Background: an optimization exercise with open tools, aiming at small area, a short achievable clock period and few clock cycles per item. Do not read the settings as production practice. At most, simulation tests tie the RTL to the original design; equivalence was not proved. For run 1, only the layout was checked, not whether the RTL still works. Power figures rest on the tool's default switching activity, not on a simulated workload.

==> flow/design.v <==
`default_nettype none
package rsrg_pkg;
    localparam int KEY_W       = 32;
    localparam int HSIZE_W     = 6;
    localparam int MAX_ENTRIES = 32;
    localparam int HSIZE_RESET = 32;
    typedef struct packed {
        logic                    op;
        logic signed [KEY_W-1:0] value;
    } t_in_item;
    typedef struct packed {
        logic signed [KEY_W-1:0] value_res;
        logic                    run_start;
        logic                    last;
    } t_out_item;
    typedef struct packed {
        logic             mark;
        logic [KEY_W-1:0] key;
    } t_entry;
    localparam logic OP_DATA  = 1'b0;
    localparam logic OP_FLUSH = 1'b1;
    typedef enum logic [3:0] {
        S_IDLE,
        S_RM_RD0,
        S_RM_RDL,
        S_RM_LAST,
        S_RM_CHK,
        S_RM_RC1,
        S_RM_RC2,
        S_RM_PLACE,
        S_IN_START,
        S_IN_CHK,
        S_IN_CMP,
        S_IN_PLACE
    } t_state;
    function automatic logic entry_before(t_entry a, t_entry b, logic cur);
        logic ca;
        logic cb;
        ca = (a.mark != cur);
        cb = (b.mark != cur);
        if (ca != cb) begin
            entry_before = !ca;
        end else begin
            entry_before = $signed(a.key) < $signed(b.key);
        end
    endfunction
endpackage
`default_nettype wire
`default_nettype none
`default_nettype wire
`default_nettype none
`default_nettype wire
`default_nettype none
module replacement_selection_run_generator_unit
#(
    parameter int MAX_N = rsrg_pkg::MAX_ENTRIES
) (
    input  wire logic               i_clk,
    input  wire logic               i_rst_n,
    input  wire logic               i_in_valid,
    output logic                    o_in_ready,
    input  wire rsrg_pkg::t_in_item           i_in_item,
    output logic                    o_out_valid,
    input  wire logic               i_out_ready,
    output rsrg_pkg::t_out_item               o_out_item,
    input  wire logic               i_cfg_we,
    input  wire logic [rsrg_pkg::HSIZE_W-1:0] i_cfg_data
);
    localparam int N  = 32;
    localparam int KW = rsrg_pkg::KEY_W;
    logic          r_iv;
    logic          r_iop;
    logic [KW-1:0] r_ikey;
    logic          r_ifull;    
    logic [N-1:0]  r_v;
    logic [N-1:0]  r_m;
    logic [KW-1:0] r_k [0:N-1];
    logic          r_cur;
    logic          r_any;
    logic [5:0]    r_cnt;
    logic [rsrg_pkg::HSIZE_W-1:0] r_hs;
    logic          r_o0v, r_o1v;
    logic [KW+1:0] r_o0, r_o1;
    logic          key_p, fl_p, space;
    logic          do_ins, do_pins, do_rot, proc;
    logic          fl_empty, fl_shift, fl_emit, fl_done;
    logic          shift_all, consume, push, take;
    logic [KW+1:0] push_data;
    logic [5:0]    n_cnt;
    logic [5:0]    eff;
    assign key_p = r_iv && !r_iop;
    assign fl_p  = r_iv && r_iop;
    assign space = !r_o1v;
    assign do_ins   = key_p && !r_ifull && !r_v[0];
    assign do_pins  = key_p && r_ifull && r_v[0] && space;
    assign do_rot   = key_p && (r_ifull ? !r_v[0] : r_v[0]);
    assign proc     = do_ins || do_pins;
    assign fl_empty = fl_p && (r_cnt == 6'd0);
    assign fl_shift = fl_p && (r_cnt != 6'd0) && (!r_v[0] || space);
    assign fl_emit  = fl_shift && r_v[0];
    assign fl_done  = fl_empty || (fl_emit && (r_cnt == 6'd1));
    assign shift_all = do_rot || fl_shift;
    assign consume   = do_ins || do_pins || fl_done;
    assign push      = do_pins || fl_emit;
    assign push_data = {r_k[0], (!r_any || (r_m[0] != r_cur)), (fl_emit && (r_cnt == 6'd1))};
    assign o_in_ready = !r_iv || consume;
    assign take       = i_in_valid && o_in_ready;
    always_comb begin
        n_cnt = r_cnt;
        if (do_ins) n_cnt = r_cnt + 6'd1;
        if (fl_emit) n_cnt = r_cnt - 6'd1;
    end
    always_comb begin
        if (r_hs == '0) eff = 6'd1;
        else if (r_hs > 6'd32) eff = 6'd32;
        else eff = r_hs;
    end
    logic [N-1:0] d;       
    logic [N-1:0] cls;     
    logic [N-1:0] lt;      
    logic         cur_n;   
    logic         cls_n;   
    logic         mark_n;
    always_comb begin
        for (int j = 0; j < N; j++) begin
            d[j] = $signed(r_ikey) < $signed(r_k[j]);
        end
    end
    assign cur_n  = r_ifull ? r_m[0] : r_cur;
    assign cls_n  = r_ifull && d[0];
    assign mark_n = cur_n ^ cls_n;
    always_comb begin
        lt[0] = 1'b1;
        cls   = r_m ^ {N{cur_n}};
        for (int j = 1; j < N; j++) begin
            if (!r_v[j]) lt[j] = !r_ifull;
            else if (cls_n) lt[j] = !cls[j] || !d[j];
            else lt[j] = !cls[j] && !d[j];
        end
    end
    logic [N-1:0] sel_nb, sel_new;
    always_comb begin
        for (int i = 0; i < N - 1; i++) begin
            sel_nb[i]  = shift_all || (proc && lt[i + 1]);
            sel_new[i] = proc && lt[i] && !lt[i + 1];
        end
        sel_nb[N-1]  = shift_all;
        sel_new[N-1] = proc && lt[N-1];
    end
    logic [N-1:0] sel_hold;
    assign sel_hold = ~(sel_nb | sel_new);
    always_ff @(posedge i_clk) begin
        for (int i = 0; i < N; i++) begin
            r_k[i] <= ({KW{sel_hold[i]}} & r_k[i])
                    | ({KW{sel_nb[i]}}   & r_k[(i + 1) % N])
                    | ({KW{sel_new[i]}}  & r_ikey);
            r_m[i] <= (sel_hold[i] & r_m[i])
                    | (sel_nb[i]   & r_m[(i + 1) % N])
                    | (sel_new[i]  & mark_n);
        end
    end
    always_ff @(posedge i_clk) begin
        if (!i_rst_n) begin
            r_v <= '0;
        end else begin
            for (int i = 0; i < N; i++) begin
                if (sel_nb[i]) begin
                    r_v[i] <= (i == N - 1) ? (r_v[0] && !fl_p) : r_v[(i + 1) % N];
                end else if (sel_new[i]) begin
                    r_v[i] <= 1'b1;
                end
            end
        end
    end
    always_ff @(posedge i_clk) begin
        if (!i_rst_n) begin
            r_iv  <= 1'b0;
            r_cur <= 1'b0;
            r_any <= 1'b0;
            r_cnt <= '0;
            r_hs  <= rsrg_pkg::HSIZE_RESET[rsrg_pkg::HSIZE_W-1:0];
            r_o0v <= 1'b0;
            r_o1v <= 1'b0;
        end else begin
            r_cnt <= n_cnt;
            if (push) begin
                r_cur <= r_m[0];
                r_any <= 1'b1;
            end
            if (fl_done) begin
                r_cur <= 1'b0;
                r_any <= 1'b0;
            end
            if (take) begin
                r_iv <= 1'b1;
            end else if (consume) begin
                r_iv <= 1'b0;
            end
            if (i_cfg_we) begin
                r_hs <= i_cfg_data;
            end
            if (r_o1v) begin
                if (i_out_ready) r_o1v <= 1'b0;
            end else if (r_o0v) begin
                if (!i_out_ready && push) r_o1v <= 1'b1;
                if (i_out_ready && !push) r_o0v <= 1'b0;
            end else begin
                if (push) r_o0v <= 1'b1;
            end
        end
    end
    always_ff @(posedge i_clk) begin
        if (take) begin
            r_iop   <= i_in_item.op;
            r_ikey  <= i_in_item.value;
            r_ifull <= (n_cnt >= eff);
        end
        if (r_o1v) begin
            if (i_out_ready) r_o0 <= r_o1;
        end else if (r_o0v) begin
            if (i_out_ready && push) r_o0 <= push_data;
            if (!i_out_ready && push) r_o1 <= push_data;
        end else begin
            if (push) r_o0 <= push_data;
        end
    end
    assign o_out_valid = r_o0v;
    assign o_out_item  = r_o0;
endmodule
`default_nettype wire
==> flow/run.sh <==
#!/bin/bash
# synth_recipe.tcl (not shown) runs the flow's synth.tcl, then flattens the netlist and writes it again
# the make line also repeats each setting of config.mk as NAME=value (left out here)
make -C /OpenROAD-flow-scripts/flow DESIGN_CONFIG=/design/flow/config.mk WORK_HOME=/design/flow/orfs CLKGATE_MAP_FILE= SYNTH_SCRIPT=/design/flow/synth_recipe.tcl finish
==> flow/config.mk <==
export PLATFORM = sky130hd
export DESIGN_NAME = replacement_selection_run_generator_unit
export DESIGN_NICKNAME = replacement_selection_run_generator_unit
export VERILOG_FILES = /design/flow/design.v
export SDC_FILE = /design/flow/constraint.sdc
export NUM_CORES = 4
export LEC_CHECK = 0
export CAP_MARGIN = 20
export CORE_MARGIN = 2
export CORE_UTILIZATION = 40
export SETUP_SLACK_MARGIN = 5
export SLEW_MARGIN = 20
==> flow/constraint.sdc <==
create_clock -name core_clock -period 10.0 [get_ports {i_clk}]
set_input_delay 2.0000 -clock core_clock [delete_from_list [all_inputs] [get_ports {i_clk}]]
set_output_delay 2.0000 -clock core_clock [all_outputs]
set_load 0.01 [all_outputs]
==> impl_metrics.tcl, run 1 <==
set metrics [dict create \
    regArea_um2 25190 \
    syn_to_final_growth_pct 12.54 \
    synth_area_leaders "dfxtp_1 (31%), ha_1 (17%), a221o_1 (8.3%)" \
    power.total_mw 24.47 \
    synth_edf_count 102 \
    clk_latency_ns 0.81 \
    finalSetupViolCount 0 \
    critPathKind "flip-flop to flip-flop" \
    wl_per_cell_um 27.50 \
    dieArea_um2 182600 \
    cts-root-buf "clkbuf_16" \
    reg2reg_to "r_k[1][16]$_DFF_P_" \
    place.gp.congestion 0.9488 \
    rsz0062_at_grt "true" \
    drv_cap 0 \
    fill_cells 16965 \
    die_y_um 427.4 \
    initial_core_util_pct 40.23 \
    critPathMaxFanout 36 \
    r2r_slack_ns 5.01 \
    relSlewSlack_pct 13.77 \
    yosys_warnings 2 \
    ys_seq_area_share_pct 35.13 \
    run_status "no timing/DRC/antenna violations" \
    ys_seq_elements 1207 \
    num_io_pins 80 \
    clk_pin_slew_ns 0.06 \
    syn-cell-area_um2 71690 \
    final_max_slew_viol_count 0 \
    synth_top_family_by_area "compound AO/OA/AOI/OAI gates" \
    ctsHoldBuffers 0 \
    netlist_instances 8075 \
    fin_setup_tns_ns 0 \
    drive_gt1_share_pct 6.602 \
    startpoint "r_ikey[10]$_DFFE_PP_" \
    multiInputGateArea_um2 41010 \
    finalCritPeriodShare_pct 49.95 \
    first_global_vias 61907 \
    powerDensity_nw_per_um2 303.3 \
    grt_overflow 0 \
    rows 155 \
    firstDrtPassIters 8 \
    detailed_place_hpwl_mm 188.8 \
    vias_per_cell 6.310 \
    synthTopCellsByCount "dfxtp_1 (1105), inv_1 (1099), ha_1 (1002)" \
    worst_pin_slew_ns 1.289 \
    cp_data_arrival_time_ns 5.68 \
    max_freq_mhz 200.2 \
    synth-main-ff-cell "dfxtp_1" \
    syn_nets 9121 \
    yosysTopAreaCell "dfxtp_1" \
    io_buffers 79 \
    drt-total-wl_mm 287.5 \
    cts_buffer_depth 3 \
    grt_first_pass_wirelength_mm 413.6 \
    rr_startpoint "r_ikey[10]$_DFFE_PP_" \
    startpoint_type "flip-flop" \
    synth-adder-area-share_pct 17.53 \
    syn_avg_cell_area_um2 8.878 \
    nets 9020 \
    endpoint_kind "flip-flop" \
    core_region_area_um2 178200 \
    drt_drc_violations_left 0 \
    ir_worst_vdd_uv 183.4 \
    hp-class "flip-flop to flip-flop" \
    cts.htree.levels 4 \
    antenna_found_initial 15 \
    required_ns 10.69 \
    synth-simple-area-share_pct 11.14 \
    skew_ns 0.03184 \
    power.leakage_nw 32.66 \
    synthMostInstantiatedCell "dfxtp_1" \
    clock-sinks 1207 \
    die_w_um 427.4 \
    drtIter0Drc 7419 \
    synth_compound_area_share_pct 26.68 \
    grt_usage_pct 30.53 \
    grt_start_max_net_pins 82 \
    synth_cell_types 95 \
    synth-async-reset-ratio_pct 0 \
    rr_worst_depth 16 \
    num_vias 65975 \
    synth_top_area_share_pct 30.86 \
    muxShareOfSynthArea_pct 0.3490 \
    antenna_left 0 \
    cts_tree "done" \
    hold_violations 0 \
    cts_made_buffers 143 \
    synth_xor_area_share_pct 0.5009 \
    period_minus_slack_ns 4.995 \
    worstSetupEndpoint "r_k[1][16]$_DFF_P_" \
]
[where the power goes]
| group | total (mW) | switching [mW] | internal (mW) |
|---|---|---|---|
| combinational | 9.68 | 5.51 | 4.17 |
| sequential | 9.23 | 2.14 | 7.09 |
| clock | 5.56 | 2.28 | 3.28 |
[per-stage QoR]
stage          utilization [%]  setup WS, ns  area [um^2]  cells  hold WS [ns]
6_report                 45.27         5.005        80680  10455        0.4799
5_1_grt                  45.26         4.857        80660  10446        0.4923
4_1_cts                  45.08         5.001        80340  10432        0.4758
3_5_place_dp             42.13         4.259        75080  10154        0.4615
3_3_place_gp             42.07         4.205        74980  10151        0.4610
2_1_floorplan                -         5.516        71690   8075        0.4325
[logic make-up (layout without fill, tap and decap cells)]
| logic type | Yosys count | after routing |
|---|---|---|
| flip-flops | 1207 | 1207 |
| AO/OA/AOI/OAI | 2523 | 2526 |
| AND/OR/NAND/NOR | 1678 | 1683 |
| buffers and inverters | 1597 | 1603 |
| XOR/XNOR | 41 | 41 |
| adder cells (fa/ha/maj) | 1005 | 1005 |
| other | 0 | 11 |
| multiplexers | 24 | 24 |
[state kept, by name, indices dropped and copies added (netlist names), 6 cells and up]
| name | flops |
|---|---|
| r_cnt | 6 |
| r_hs | 6 |
| r_ikey | 32 |
| r_k | 1024 |
| r_m | 32 |
| r_o0 | 34 |
| r_o1 | 34 |
| r_v | 32 |
[critical path: stages, from the launching register on]
cell and delay, ns:
edfxtp_1 0.33, buf_4 0.45, ha_1 0.33, nand2_1 0.15
o21ai_0 0.14, a21oi_1 0.26, o41ai_4 0.11, buf_4 0.19
buf_4 0.19, a211o_1 0.54, or3b_2 0.57, o211ai_2 0.08
buf_6 0.37, and3_1 0.22, buf_4 0.36, nor2b_2 0.24
a221o_1 0.33
[worst min-delay path by stage]
stage	to	cells past startpoint	start
2_1_floorplan	r_k[24][0]$_DFF_P_	1	r_k[24][0]$_DFF_P_
3_3_place_gp	r_k[15][0]$_DFF_P_	1	r_k[15][0]$_DFF_P_
3_5_place_dp	r_k[28][0]$_DFF_P_	1	r_k[28][0]$_DFF_P_
4_1_cts	r_k[28][0]$_DFF_P_	1	r_k[28][0]$_DFF_P_
5_1_grt	r_k[2][29]$_DFF_P_	1	r_k[2][29]$_DFF_P_
6_report	r_k[28][0]$_DFF_P_	1	r_k[28][0]$_DFF_P_
[layout by cell type, fill, tap and decap left out, types with 25 or more instances in the layout]
| cell | n |
|---|---|
| a211oi_1 | 53 |
| ha_1 | 1002 |
| dfxtp_1 | 1102 |
| nand3_1 | 65 |
| nand4_1 | 107 |
| a2111oi_0 | 26 |
| nor2_1 | 401 |
| xnor2_1 | 25 |
| edfxtp_1 | 102 |
| a22o_1 | 29 |
| buf_6 | 26 |
| nand2_1 | 479 |
| buf_4 | 110 |
| inv_1 | 1099 |
| and3_1 | 47 |
| a221o_1 | 591 |
| a21o_1 | 134 |
| clkdlybuf4s50_1 | 78 |
| nand2b_1 | 42 |
| a22oi_1 | 320 |
| o221ai_1 | 136 |
| nor3_1 | 247 |
| o211ai_1 | 34 |
| nor2b_1 | 40 |
| o31ai_1 | 293 |
| o21ai_0 | 266 |
| and2_1 | 108 |
| nor4_1 | 28 |
| a21oi_1 | 425 |
| clkbuf_16 | 148 |
| clkbuf_1 | 36 |
[metal layers]
layer	wire [um]	part of all wire [%]	vias up	global-route usage (%)
met5	101	0.035	-	0
met4	18990	6.6	16	18.41
met3	25960	9.0	857	6.233
met2	123300	43	3211	46.63
met1	119100	41	32115	39.55
li1	-	-	29776	-
[cell type report]
cell class / count / area share, %
clock buffers: 200 / 5.017
clock inverters: 60 / 1.047
flip-flops and latches: 1207 / 31.22
inverters: 1100 / 5.118
multi-input cells: 5279 / 50.84
repair buffers: 243 / 3.077
well taps: 2355 / 3.652
diodes: 11 / 0.03412
[timing repair]
item | CTS | global route
gates resized for setup | 28 | 45
hold endpoints to repair | 0 | 0
pin swaps | 7 | 5
setup buffers | 12 | 8
endpoints found under the setup margin | 892 | 564
gates cloned | 6 | 4
==> inputs of run 2 (changes only) <==
--- a/flow/design.v
+++ b/flow/design.v
@@ -149,12 +149,11 @@
     end
-    logic [N-1:0] sel_hold;
-    assign sel_hold = ~(sel_nb | sel_new);
     always_ff @(posedge i_clk) begin
         for (int i = 0; i < N; i++) begin
-            r_k[i] <= ({KW{sel_hold[i]}} & r_k[i])
-                    | ({KW{sel_nb[i]}}   & r_k[(i + 1) % N])
-                    | ({KW{sel_new[i]}}  & r_ikey);
-            r_m[i] <= (sel_hold[i] & r_m[i])
-                    | (sel_nb[i]   & r_m[(i + 1) % N])
-                    | (sel_new[i]  & mark_n);
+            if (sel_nb[i]) begin
+                r_k[i] <= r_k[(i + 1) % N];
+                r_m[i] <= r_m[(i + 1) % N];
+            end else if (sel_new[i]) begin
+                r_k[i] <= r_ikey;
+                r_m[i] <= mark_n;
+            end
         end
--- a/flow/config.mk
+++ b/flow/config.mk
@@ -10,3 +10,2 @@
 export CORE_UTILIZATION = 40
-export SETUP_SLACK_MARGIN = 5
 export SLEW_MARGIN = 20
==> run 2 against run 1 <==
Effect of this change:
- still clean
- total power down 37%
- sequential cell count unchanged
- non-clock buffer count down 18
- critical endpoint is now o_in_ready
==> impl_metrics.tcl, run 2 <==
set metrics [dict create \
    cts_buffer_depth 3 \
    syn_avg_cell_area_um2 11.60 \
    critical_path_buf_inv_count 3 \
    ys_seq_elements 1207 \
    detailed_place_hpwl_mm 144.2 \
    grt_start_max_net_pins 70 \
    worst_pin_slew_ns 1.155 \
    power.switching_mw 4.607 \
    yosysTopAreaCell "edfxtp_1" \
    first_global_vias 52492 \
    endpoint_kind "output port" \
    num_io_pins 80 \
    antenna_left 0 \
    skew_ns 0.02908 \
    cts_tree "done" \
    largest_reg_flops 1024 \
    drtIter0Drc 3382 \
    drv_cap 0 \
    initial_core_util_pct 40.37 \
    postLayoutCoreUtil_pct 44.87 \
    hp-class "flip-flop to flip-flop" \
    clk_pin_slew_ns 0.06 \
    p_seq_share_pct 44.0 \
    wl_per_cell_um 21.08 \
    grt_overflow 0 \
    core_region_area_um2 193000 \
    drt_drc_violations_left 0 \
    ys_seq_area_share_pct 45.89 \
    cts_made_buffers 144 \
    rsz0062_at_grt "false" \
    finalSetupViolCount 0 \
    critPathMaxFanout 13 \
    synth-main-ff-cell "edfxtp_1" \
    critPathKind "flip-flop to output port" \
    cp_slowest_stage_delay_ns 0.77 \
    critPathTopFamily "simple AND/OR/NAND/NOR gates" \
    max_freq_mhz 184.5 \
    crit_chain "nand2_1, mux2i_1, and3_1, nor3_1, buf_4, inv_1, clkdlybuf4s50_1" \
    startpoint_type "flip-flop" \
    p_comb_share_pct 22.8 \
    ctsHoldBuffers 0 \
    nets 7855 \
    final_max_slew_viol_count 0 \
    layout_commonest_cell "edfxtp_1" \
    cpMaxStageDelayCell "and3_1" \
    final_cell_mix "edfxtp_1 (1158), inv_1 (1043), ha_1 (1001)" \
    reg.largest.list "r_k (1024), r_o0 (34), r_o1 (34)" \
    grt_usage_pct 19.87 \
    drt-total-wl_mm 199.5 \
    fin_setup_tns_ns 0 \
    cts.htree.levels 4 \
    syn_to_final_growth_pct 11.16 \
    drive_gt1_share_pct 19.05 \
    run_status "no timing/DRC/antenna violations" \
    netlist_instances 6718 \
    yosys_warnings 2 \
    clock-sinks 1207 \
    firstDrtPassIters 8 \
    syn-cell-area_um2 77900 \
    die_w_um 445.3 \
    power.leakage_nw 36.72 \
    clk_latency_ns 0.79 \
    ir_worst_vdd_uv 166.9 \
    clkPwrFrac_pct 33.2 \
    cp_data_arrival_time_ns 3.42 \
    switching_share_pct 29.74 \
    place.gp.congestion 0.8468 \
    synth-async-reset-ratio_pct 0 \
    synth_edf_count 1158 \
    num_vias 52109 \
    finalCritPeriodShare_pct 54.21 \
    dieArea_um2 198300 \
    die_y_um 445.3 \
    vias_per_cell 5.508 \
    period_minus_slack_ns 5.421 \
    relSlewSlack_pct 22.97 \
    grt_first_pass_wirelength_mm 309.3 \
    synthTopCellsByCount "edfxtp_1 (1158), inv_1 (1043), ha_1 (1001)" \
    cts-root-buf "clkbuf_16" \
    synthMostInstantiatedCell "edfxtp_1" \
    required_ns 8.00 \
    cts_resized 0 \
    internal_power_mw 10.89 \
    io_buffers 79 \
    syn_nets 7763 \
    synth_cell_types 106 \
    powerDensity_nw_per_um2 178.9 \
    rows 161 \
    synth_top_area_share_pct 44.64 \
    post_cts_buffers 0 \
    antenna_found_initial 8 \
    hold_violations 0 \
    synth_area_leaders "edfxtp_1 (45%), ha_1 (16%), mux2_2 (12%)" \
    regMostFlops "r_k" \
]
## run 2: cell count changes after synthesis, sizes merged, moves of 112 or more
cell and delta:
o221ai -130, nor3 -200, a221o -553, dfxtp -1056, edfxtp +1056, nand2 -230, mux2 +958, a21oi -112
clkbuf -180, o31ai -274, a22oi -281, nor2 -207
## run 2: final cells by class
| type | instances | area [um^2] |
|---|---|---|
| fill | 17545 | 106400 |
| multi-input combinational | 4187 | 37020 |
| sequential | 1207 | 35760 |
| clock buffer | 190 | 3951 |
| inverter | 1045 | 3923 |
| tap | 2526 | 3161 |
| timing repair buffer | 225 | 2143 |
| clock inverter | 75 | 629.4 |
| antenna | 6 | 15.01 |
## run 2: worst paths after layout
kind	from	endpoint	depth (start not counted)	slack (ns)
worst min-delay path	r_k[0][15]$_DFFE_PP_	r_o1[17]$_DFFE_PP_	0	0.44
worst max register to register	r_ikey[12]$_DFFE_PP_	r_k[15][6]$_DFFE_PP_	13	4.76
worst min register to register	r_k[0][15]$_DFFE_PP_	r_o1[17]$_DFFE_PP_	0	0.44
worst max-delay path	r_v[0]$_SDFFE_PN0P_	o_in_ready	7	4.58
## run 2: metal layers
metal,vias to the layer above,GRT usage [%],part of all wire (%)
met4,0,5.343,2.2
met1,25884,26.70,46
met3,280,2.841,4.6
met5,-,0,0
met2,1135,33.45,48
li1,24810,-,-
## run 2: power groups by stage
| stage | clock [mW] | sequential [mW] | combinational [mW] |
|---|---|---|---|
| 2_1_floorplan | 0 | 6.77 | 2.54 |
| 3_3_place_gp | 0 | 6.92 | 3.33 |
| 3_5_place_dp | 0 | 6.90 | 3.49 |
| 4_1_cts | 5.27 | 6.81 | 3.52 |
| 5_1_grt | 5.45 | 6.87 | 3.97 |
| 6_report | 5.15 | 6.82 | 3.53 |
## run 2: cells by family (layout without fill, tap and decap cells)
| group | Yosys count | after routing | synth area share, % |
|---|---|---|---|
| compound gates | 1239 | 1239 | 10.51 |
| xor+xnor | 40 | 40 | 0.4497 |
| fa+ha+maj | 1009 | 1009 | 16.18 |
| buf+inv | 1324 | 1535 | 6.869 |
| flops | 1207 | 1207 | 45.89 |
| mux | 977 | 977 | 14.19 |
| other cells | 0 | 6 | 0 |
| simple gates | 922 | 922 | 5.901 |
## run 2: through the flow
step | std cells | hold slack (ns) | instance area, um^2 | worst slack, ns | total power, mW
finish | 9461 | 0.4439 | 86600 | 4.579 | 15.49
detailed placement | 9183 | 0.4317 | 81810 | 4.684 | 10.39
floorplan | 6718 | 0.4264 | 77900 | 4.185 | 9.318
global route | 9455 | 0.4519 | 86580 | 4.392 | 16.29
global placement | 9182 | 0.4281 | 81800 | 4.646 | 10.25
CTS | 9448 | 0.4454 | 86390 | 4.550 | 15.60
Testbench counts of run 2, summed over its fixed seeds: cycles 11,728, items 11,216.

[afterwards: timing with drivers on the ports]
No port has a modelled driver above. Below, the same layouts with a new extraction and two added sets of constraints.
Step 1 (the two cells are an assumption about what drives the block):
set clk [get_ports {i_clk}]
set_driving_cell -lib_cell sky130_fd_sc_hd__clkbuf_16 $clk
set_driving_cell -lib_cell sky130_fd_sc_hd__buf_2 [delete_from_list [all_inputs] $clk]
Step 2 times the ports against the registers' clock, not the clock port: input delays grow and output delays shrink by t, the midpoint of the rising clock arrivals with the driver on.
Three values: ideal ports, drivers, drivers and shift; two values: the first two.
run | shift t [ns] | setup WS [ns] | worst hold slack (ns) | latest minus earliest clock arrival (ns) | cell pins on the clock port's net
run 1 | 0.886 | 5.005 / 5.005 / 5.005 | 0.480 / 0.480 / 0.480 | 0.032 / 0.032 | 1
run 2 | 0.861 | 4.579 / 4.496 / 4.757 | 0.444 / 0.444 / 0.444 | 0.031 / 0.031 | 1
After both steps setup and hold are still met in every run listed.
